Background: an optimization exercise with open tools, aiming at a short achievable clock period and few clock cycles. Do not read the settings as production practice. In this exercise RTL edits were held to simulation tests only and were not proved equivalent to the original. Power is estimated from default activity; no workload was simulated.

$ cat config.mk
export PLATFORM = sky130hd
export DESIGN_NAME = cpuTopFlat
export DESIGN_NICKNAME = cpuTopFlat
export VERILOG_FILES = /design/flow/design.v
export SDC_FILE = /design/flow/constraint.sdc
export NUM_CORES = 4
export LEC_CHECK = 0
export CAP_MARGIN = 20
export CORE_MARGIN = 2
export CORE_UTILIZATION = 40
export SLEW_MARGIN = 20
$ cat constraint.sdc
create_clock -name core_clock -period 10.0 [get_ports {Clock}]
set_input_delay 2.0000 -clock core_clock [delete_from_list [all_inputs] [get_ports {Clock}]]
set_output_delay 2.0000 -clock core_clock [all_outputs]
set_load 0.01 [all_outputs]
$ cat design.v
`default_nettype none
package cpuPkg;
  localparam int DataWidth = 16;
  localparam int MemAddrWidth = 8;
  localparam int RegCount = 4;
  localparam int RegIdxWidth = $clog2(RegCount);
  localparam int AxiAddrWidth = 12;
  localparam int AxiDataWidth = 32;
  typedef enum logic [5:0] {
    opBra = 6'd0,
    opBne = 6'd1,
    opBeq = 6'd2,
    opLsl = 6'd7,
    opLsr = 6'd8,
    opNot = 6'd14,
    opMovl = 6'd17,
    opLd = 6'd18,
    opSt = 6'd19,
    opAdd = 6'd21,
    opSub = 6'd23,
    opAnd = 6'd27,
    opOrr = 6'd28,
    opXor = 6'd29,
    opHlt = 6'd63
  } opcode_t;
  typedef enum logic [2:0] {
    aluAdd, aluSub, aluAnd, aluOrr, aluXor, aluNot, aluLsl, aluLsr
  } aluOp_t;
  typedef enum logic [1:0] {
    wbAlu, wbImm, wbMemLow, wbMemHigh
  } wbSource_t;
  typedef enum logic [2:0] {
    stIdle, stFetchLow, stFetchHigh, stExecLow, stExecHigh, stHalted
  } seqState_t;
  typedef struct packed {
    logic zero;
    logic negative;
    logic carry;
  } aluFlags_t;
  typedef struct packed {
    logic regWrite;
    logic [RegIdxWidth-1:0] regDest;
    wbSource_t wbSource;
    aluOp_t aluOp;
    logic [RegIdxWidth-1:0] srcA;
    logic [RegIdxWidth-1:0] srcB;
    logic flagUpdate;
  } controlWord_t;
  typedef struct packed {
    logic write;
    logic [MemAddrWidth-1:0] addr;
    logic [DataWidth-1:0] storeWord;
    logic highByte;
  } coreMemReq_t;
  typedef struct packed {
    logic write;
    logic [MemAddrWidth-1:0] addr;
    logic [7:0] wrByte;
  } hostMemReq_t;
  typedef struct packed {
    logic [AxiAddrWidth-1:0] awaddr;
    logic awvalid;
    logic [AxiDataWidth-1:0] wdata;
    logic [AxiDataWidth/8-1:0] wstrb;
    logic wvalid;
    logic bready;
    logic [AxiAddrWidth-1:0] araddr;
    logic arvalid;
    logic rready;
  } axiLiteReq_t;
  typedef struct packed {
    logic awready;
    logic wready;
    logic bvalid;
    logic [1:0] bresp;
    logic arready;
    logic rvalid;
    logic [AxiDataWidth-1:0] rdata;
    logic [1:0] rresp;
  } axiLiteRsp_t;
  typedef logic [RegCount*DataWidth-1:0] regView_t;
endpackage
`default_nettype wire
`timescale 1ns/1ps
`default_nettype none
module cpuTopFlat (
  input  wire logic        Clock,
  input  wire logic        rstN,
  input  wire logic [11:0] s_awaddr,
  input  wire logic        s_awvalid,
  output logic             s_awready,
  input  wire logic [31:0] s_wdata,
  input  wire logic [3:0]  s_wstrb,
  input  wire logic        s_wvalid,
  output logic             s_wready,
  output logic             s_bvalid,
  output logic [1:0]       s_bresp,
  input  wire logic        s_bready,
  input  wire logic [11:0] s_araddr,
  input  wire logic        s_arvalid,
  output logic             s_arready,
  output logic             s_rvalid,
  output logic [31:0]      s_rdata,
  output logic [1:0]       s_rresp,
  input  wire logic        s_rready
);
  localparam logic [1:0] RespOkay = 2'b00;
  localparam logic [1:0] RespSlvErr = 2'b10;
  logic [7:0]  mem [256];
  logic [15:0] regs [4];
  logic        fz, fn, fc;
  logic        running;
  logic        halted;
  logic [7:0]  fpc;         
  logic [7:0]  fpc1;        
  logic        exAlu;
  logic [2:0]  exAluOp;     
  logic        exFlag;
  logic        exMovl;
  logic        exLd;
  logic        exSt;
  logic [3:0]  exWe;        
  logic [1:0]  exSrcA;
  logic [1:0]  exSrcB;
  logic [7:0]  exImm;       
  logic [7:0]  exImm1;      
  logic [15:0] opA, opB, aluRes, wbData;
  logic        aluC;
  logic        setFlags;
  logic        zNext;
  assign opA = regs[exSrcA];
  assign opB = regs[exSrcB];
  always_comb begin
    aluRes = '0;
    aluC = 1'b0;
    case (exAluOp)
      3'd0: {aluC, aluRes} = {1'b0, opA} + {1'b0, opB};
      3'd1: {aluC, aluRes} = {1'b0, opA} + {1'b0, ~opB} + 17'd1;
      3'd2: aluRes = opA & opB;
      3'd3: aluRes = opA | opB;
      3'd4: aluRes = opA ^ opB;
      3'd5: aluRes = ~opA;
      3'd6: {aluC, aluRes} = {opA, 1'b0};
      default: {aluRes, aluC} = {1'b0, opA};
    endcase
  end
  assign setFlags = exAlu && exFlag;
  assign zNext = setFlags ? (aluRes == 16'd0) : fz;
  always_comb begin
    if (exAlu) wbData = aluRes;
    else if (exMovl) wbData = {8'h00, exImm};
    else wbData = {mem[exImm1], mem[exImm]};
  end
  always_ff @(posedge Clock) begin
    if (!rstN) begin
      for (int i = 0; i < 4; i++) regs[i] <= '0;
      fz <= 1'b0;
      fn <= 1'b0;
      fc <= 1'b0;
    end else begin
      for (int i = 0; i < 4; i++) begin
        if (exWe[i]) regs[i] <= wbData;
      end
      if (setFlags) begin
        fz <= aluRes == 16'd0;
        fn <= aluRes[15];
        fc <= aluC;
      end
    end
  end
  logic [15:0] fw;
  logic [5:0]  fop;
  logic        stall;
  logic        fBranch;
  logic        fHalt;
  logic [7:0]  fpc2, fpc3;
  assign fw = {mem[fpc1], mem[fpc]};
  assign fop = fw[15:10];
  assign fpc2 = fpc + 8'd2;
  assign fpc3 = fpc + 8'd3;
  assign stall = exSt && (exImm == fpc || exImm == fpc1 || exImm1 == fpc);
  assign fBranch = fop == 6'd0 || (fop == 6'd1 && !zNext) || (fop == 6'd2 && zNext);
  assign fHalt = fop == 6'd63;
  logic        haltNow;
  assign haltNow = running && !stall && fHalt;
  logic        awReady, wReady;
  logic        awHeld, wHeld;
  logic [11:0] awAddrHeld;
  logic [7:0]  wDataHeld;
  logic        wStrbHeld;
  logic        wStartHeld;
  logic        bValid;
  logic [1:0]  bResp;
  logic        hwPend;
  logic [7:0]  hwAddr;
  logic [7:0]  hwData;
  logic        awHs, wHs, doWrite;
  logic [11:0] wAddr;
  logic [7:0]  wByte;
  logic        wStrb0;
  logic        wStartBit;
  logic        wIsCtrl, wIsMem, wErr, start, hostWrite;
  assign awHs = s_awvalid && awReady;
  assign wHs = s_wvalid && wReady;
  assign doWrite = (awHs || awHeld) && (wHs || wHeld);
  assign wAddr = awHeld ? awAddrHeld : s_awaddr;
  assign wByte = wHeld ? wDataHeld : s_wdata[7:0];
  assign wStrb0 = wHeld ? wStrbHeld : s_wstrb[0];
  assign wStartBit = wHeld ? wStartHeld : (s_wdata[0] && s_wstrb[0]);
  assign wIsCtrl = wAddr == 12'h000;
  assign wIsMem = wAddr[11:8] == 4'h1;
  assign wErr = !(wIsCtrl || wIsMem) || (running && (wIsMem || wStartBit));
  assign start = doWrite && wIsCtrl && wStartBit && !running;
  assign hostWrite = doWrite && wIsMem && wStrb0 && !running;
  always_ff @(posedge Clock) begin
    if (!rstN) begin
      awReady <= 1'b1;
      wReady <= 1'b1;
      awHeld <= 1'b0;
      wHeld <= 1'b0;
      bValid <= 1'b0;
      bResp <= RespOkay;
      hwPend <= 1'b0;
    end else begin
      hwPend <= hostWrite;
      if (doWrite) begin
        awHeld <= 1'b0;
        wHeld <= 1'b0;
        bValid <= 1'b1;
        bResp <= wErr ? RespSlvErr : RespOkay;
        awReady <= 1'b0;
        wReady <= 1'b0;
      end else begin
        if (awHs) begin
          awHeld <= 1'b1;
          awReady <= 1'b0;
        end
        if (wHs) begin
          wHeld <= 1'b1;
          wReady <= 1'b0;
        end
        if (bValid && s_bready) begin
          bValid <= 1'b0;
          awReady <= 1'b1;
          wReady <= 1'b1;
        end
      end
    end
  end
  always_ff @(posedge Clock) begin
    if (awHs) awAddrHeld <= s_awaddr;
    if (wHs) begin
      wDataHeld <= s_wdata[7:0];
      wStrbHeld <= s_wstrb[0];
      wStartHeld <= s_wdata[0] && s_wstrb[0];
    end
    if (hostWrite) begin
      hwAddr <= wAddr[7:0];
      hwData <= wByte;
    end
  end
  always_ff @(posedge Clock) begin
    if (!rstN) begin
      running <= 1'b0;
      halted <= 1'b0;
      exAlu <= 1'b0;
      exFlag <= 1'b0;
      exMovl <= 1'b0;
      exLd <= 1'b0;
      exSt <= 1'b0;
      exWe <= 4'd0;
    end else begin
      exAlu <= 1'b0;
      exFlag <= 1'b0;
      exMovl <= 1'b0;
      exLd <= 1'b0;
      exSt <= 1'b0;
      exWe <= 4'd0;
      if (start) begin
        running <= 1'b1;
        halted <= 1'b0;
      end else if (running && !stall) begin
        if (fHalt) begin
          running <= 1'b0;
          halted <= 1'b1;
        end else begin
          case (fop)
            6'd7, 6'd8, 6'd14, 6'd21, 6'd23, 6'd27, 6'd28, 6'd29: begin
              exAlu <= 1'b1;
              exFlag <= fw[9];
              exWe <= 4'd1 << fw[7:6];
            end
            6'd17: begin
              exMovl <= 1'b1;
              exWe <= 4'd1 << fw[9:8];
            end
            6'd18: begin
              exLd <= 1'b1;
              exWe <= 4'd1 << fw[9:8];
            end
            6'd19: exSt <= 1'b1;
            default: ;
          endcase
        end
      end
    end
  end
  always_ff @(posedge Clock) begin
    if (start) begin
      fpc <= 8'd0;
      fpc1 <= 8'd1;
    end else if (running && !stall) begin
      if (fBranch) begin
        fpc <= fw[7:0];
        fpc1 <= fw[7:0] + 8'd1;
      end else begin
        fpc <= fpc2;
        fpc1 <= fpc3;
      end
    end
    case (fop)
      6'd8: exAluOp <= 3'd7;
      6'd7: exAluOp <= 3'd6;
      6'd14: exAluOp <= 3'd5;
      6'd23: exAluOp <= 3'd1;
      6'd27: exAluOp <= 3'd2;
      6'd28: exAluOp <= 3'd3;
      6'd29: exAluOp <= 3'd4;
      default: exAluOp <= 3'd0;
    endcase
    exSrcA <= (fop == 6'd19) ? fw[9:8] : fw[4:3];
    exSrcB <= fw[1:0];
    exImm <= fw[7:0];
    exImm1 <= fw[7:0] + 8'd1;
  end
  always_ff @(posedge Clock) begin
    for (int i = 0; i < 256; i++) begin
      if (exSt && exImm == 8'(i)) mem[i] <= opA[7:0];
      else if (exSt && exImm1 == 8'(i)) mem[i] <= opA[15:8];
      else if (hwPend && hwAddr == 8'(i)) mem[i] <= hwData;
    end
  end
  logic        arReady;
  logic        rValid;
  logic [31:0] rData;
  logic [1:0]  rResp;
  logic        rPendStat;
  logic        rPendMem;
  logic [7:0]  rMemAddr;
  logic [5:0]  rTimer;
  logic        arHs;
  logic        aIsStat, aIsReg, aIsMem;
  logic [15:0] regSel;
  logic        runningNext, haltedNext, fzNext, fnNext, fcNext;
  logic        statRespond;
  assign arHs = s_arvalid && arReady;
  assign aIsStat = s_araddr == 12'h004;
  assign aIsReg = s_araddr[11:4] == 8'h01 && s_araddr[1:0] == 2'b00;
  assign aIsMem = s_araddr[11:8] == 4'h1;
  assign regSel = regs[s_araddr[3:2]];
  assign runningNext = start || (running && !haltNow);
  assign haltedNext = !start && (halted || haltNow);
  assign fzNext = setFlags ? (aluRes == 16'd0) : fz;
  assign fnNext = setFlags ? aluRes[15] : fn;
  assign fcNext = setFlags ? aluC : fc;
  assign statRespond = rPendStat && (!runningNext || rTimer == 6'd50);
  always_ff @(posedge Clock) begin
    if (!rstN) begin
      arReady <= 1'b1;
      rValid <= 1'b0;
      rResp <= RespOkay;
      rPendStat <= 1'b0;
      rPendMem <= 1'b0;
      rTimer <= 6'd0;
    end else begin
      rTimer <= rTimer + 6'd1;
      if (arHs) begin
        arReady <= 1'b0;
        rTimer <= 6'd0;
        if (aIsStat && running) begin
          rPendStat <= 1'b1;
        end else if (aIsMem) begin
          rPendMem <= 1'b1;
        end else begin
          rValid <= 1'b1;
          rResp <= (aIsStat || aIsReg) ? RespOkay : RespSlvErr;
        end
      end else if (statRespond) begin
        rPendStat <= 1'b0;
        rValid <= 1'b1;
        rResp <= RespOkay;
      end else if (rPendMem) begin
        rPendMem <= 1'b0;
        rValid <= 1'b1;
        rResp <= RespOkay;
      end else if (rValid && s_rready) begin
        rValid <= 1'b0;
        arReady <= 1'b1;
      end
    end
  end
  always_ff @(posedge Clock) begin
    if (arHs) begin
      if (aIsMem) rMemAddr <= s_araddr[7:0];
      if (aIsStat) rData <= {25'd0, fc, fn, fz, 2'b00, halted, running};
      else if (aIsReg) rData <= {16'h0000, regSel};
      else rData <= 32'd0;
    end else if (statRespond) begin
      rData <= {25'd0, fcNext, fnNext, fzNext, 2'b00, haltedNext, runningNext};
    end else if (rPendMem) begin
      rData <= {24'd0, mem[rMemAddr]};
    end
  end
  assign s_awready = awReady;
  assign s_wready = wReady;
  assign s_bvalid = bValid;
  assign s_bresp = bResp;
  assign s_arready = arReady;
  assign s_rvalid = rValid;
  assign s_rdata = rData;
  assign s_rresp = rResp;
endmodule
`default_nettype wire
$ cat run.sh
#!/bin/bash
# synth_recipe.tcl (not shown) runs the flow's synth.tcl, then flattens the netlist and writes it again
# the make line also repeats each setting of config.mk as NAME=value (left out here)
make -C /OpenROAD-flow-scripts/flow DESIGN_CONFIG=/design/flow/config.mk WORK_HOME=/design/flow/orfs CLKGATE_MAP_FILE= SYNTH_SCRIPT=/design/flow/synth_recipe.tcl finish
==> run summary <==
==> per-stage QoR <==
step	power [mW]	utilization	cell area, sq um	setup slack, ns
after detailed placement	30.03	0.4662	222700	2.316
after global placement	30.02	0.4656	222400	2.011
after CTS	39.11	0.4827	230600	2.229
after floorplan	17.23	-	191500	4.404
==> per-layer routing <==
metal	GRT overflow	GRT usage
met2	96110	1.959
met4	11230	1.191
met3	19000	1.188
met1	61590	1.482
met5	1718	1.061
==> cell families after synthesis <==
kind of cell,count (synthesis),synth area share
compound gates,10010,0.3710
mux,287,0.01845
flops,2242,0.3448
buf+inv,2565,0.05290
simple gates,8121,0.2064
other cells,1,0.00001959
fa+ha+maj,60,0.004001
xor+xnor,52,0.002379
==> worst min path at each step <==
stage / from / endpoint / slack [ns]
floorplan: rTimer[0]$_SDFF_PP0_ / rTimer[0]$_SDFF_PP0_ / 0.43
detailed placement: rTimer[0]$_SDFF_PP0_ / rTimer[0]$_SDFF_PP0_ / 0.46
CTS: rTimer[0]$_SDFF_PP0_ / rTimer[0]$_SDFF_PP0_ / 0.47
global placement: rTimer[0]$_SDFF_PP0_ / rTimer[0]$_SDFF_PP0_ / 0.44
==> power groups by stage <==
stage | logic, mW | registers [mW] | clock network [mW]
after floorplan | 6.78 | 10.5 | 0
after global placement | 19.3 | 10.8 | 0
after detailed placement | 19.3 | 10.8 | 0
after CTS | 19.3 | 10.6 | 9.23
==> run summary <==
- The number of global-route vias before repair is 320700.
- Counting along the longest clock path gives a buffer depth of 4.
- The synthesized design contains 2242 register bits.
- The last stage the flow got to is 5_1_grt.
- The number of setup buffers added after CTS is 0.
- The initial utilization of the core area, before any placement, comes to 0.4007.
- The sequential area share after synthesis is 0.3448.
- The number of core rows is 254.
- Sorting the synthesized cells by how often they occur yields sky130_fd_sc_hd__a22oi_1 (3171), sky130_fd_sc_hd__nor2_1 (2594), sky130_fd_sc_hd__edfxtp_1 (2110).
- The total number of clock tree sinks is 2242.
- The die boundary width is 695.7 microns.
- The primary flip-flop cell chosen by synthesis mapping is sky130_fd_sc_hd__edfxtp_1.
- The count of hold-fix buffers inserted at cts is 0.
- In the post-synthesis netlist, the biggest area contributors are sky130_fd_sc_hd__edfxtp_1 (33%), sky130_fd_sc_hd__a22oi_1 (12%), sky130_fd_sc_hd__a22o_1 (6.6%), sky130_fd_sc_hd__nor2_1 (5.1%), sky130_fd_sc_hd__o22ai_1 (4.7%).
- The gate count of the mapped netlist is 23340.
- Summed over all instances, the cell type with the most area after synthesis is sky130_fd_sc_hd__edfxtp_1.
- The boundary pin count is 108.
- The total half-perimeter wirelength after legalization and detailed placement is 2744000 microns.
- The post-synthesis instance area is 0.1914 sq mm.
- After clock tree synthesis, the repair step resized 0 gates.
- The first error in the log reads "[ERROR GRT-0116] Global routing finished with congestion. Check the congestion regions in the DRC Viewer".
- The synthesized design contains 2110 enable-type register cells.
- The average footprint of a synthesized cell is 8.200 sq um.
- The global-route wire length before repair is 4616000 microns.
- The congestion estimate from routability-driven global placement came to 2.374.
- The CTS H-tree depth is 4.
- The final global-route overflow total is 189700.
- The flow did not finish.
- The root buffer cell chosen for the clock tree is sky130_fd_sc_hd__clkbuf_16.
- Yosys printed 3 warnings.
- The fraction of post-synthesis cell area in the top cell type by area is 0.3310.
- The number of clock buffers inserted by TritonCTS is 243.
- By instance count, the leading cell after synthesis is sky130_fd_sc_hd__a22oi_1.
- The placed instance count is 30940.
- Across every metal layer, demand over resource in global routing totals 1.503.
- The floorplan step set the die height to 695.7 microns.
- The netlist uses 110 different library cells.
- Input and output buffers added on the ports amount to 62.
- The largest net degree at the start of global routing is 168.
- The share of synthesized registers carrying an async set or reset is 0.
Testbench counts, summed over its fixed seeds: cycles 11,124.
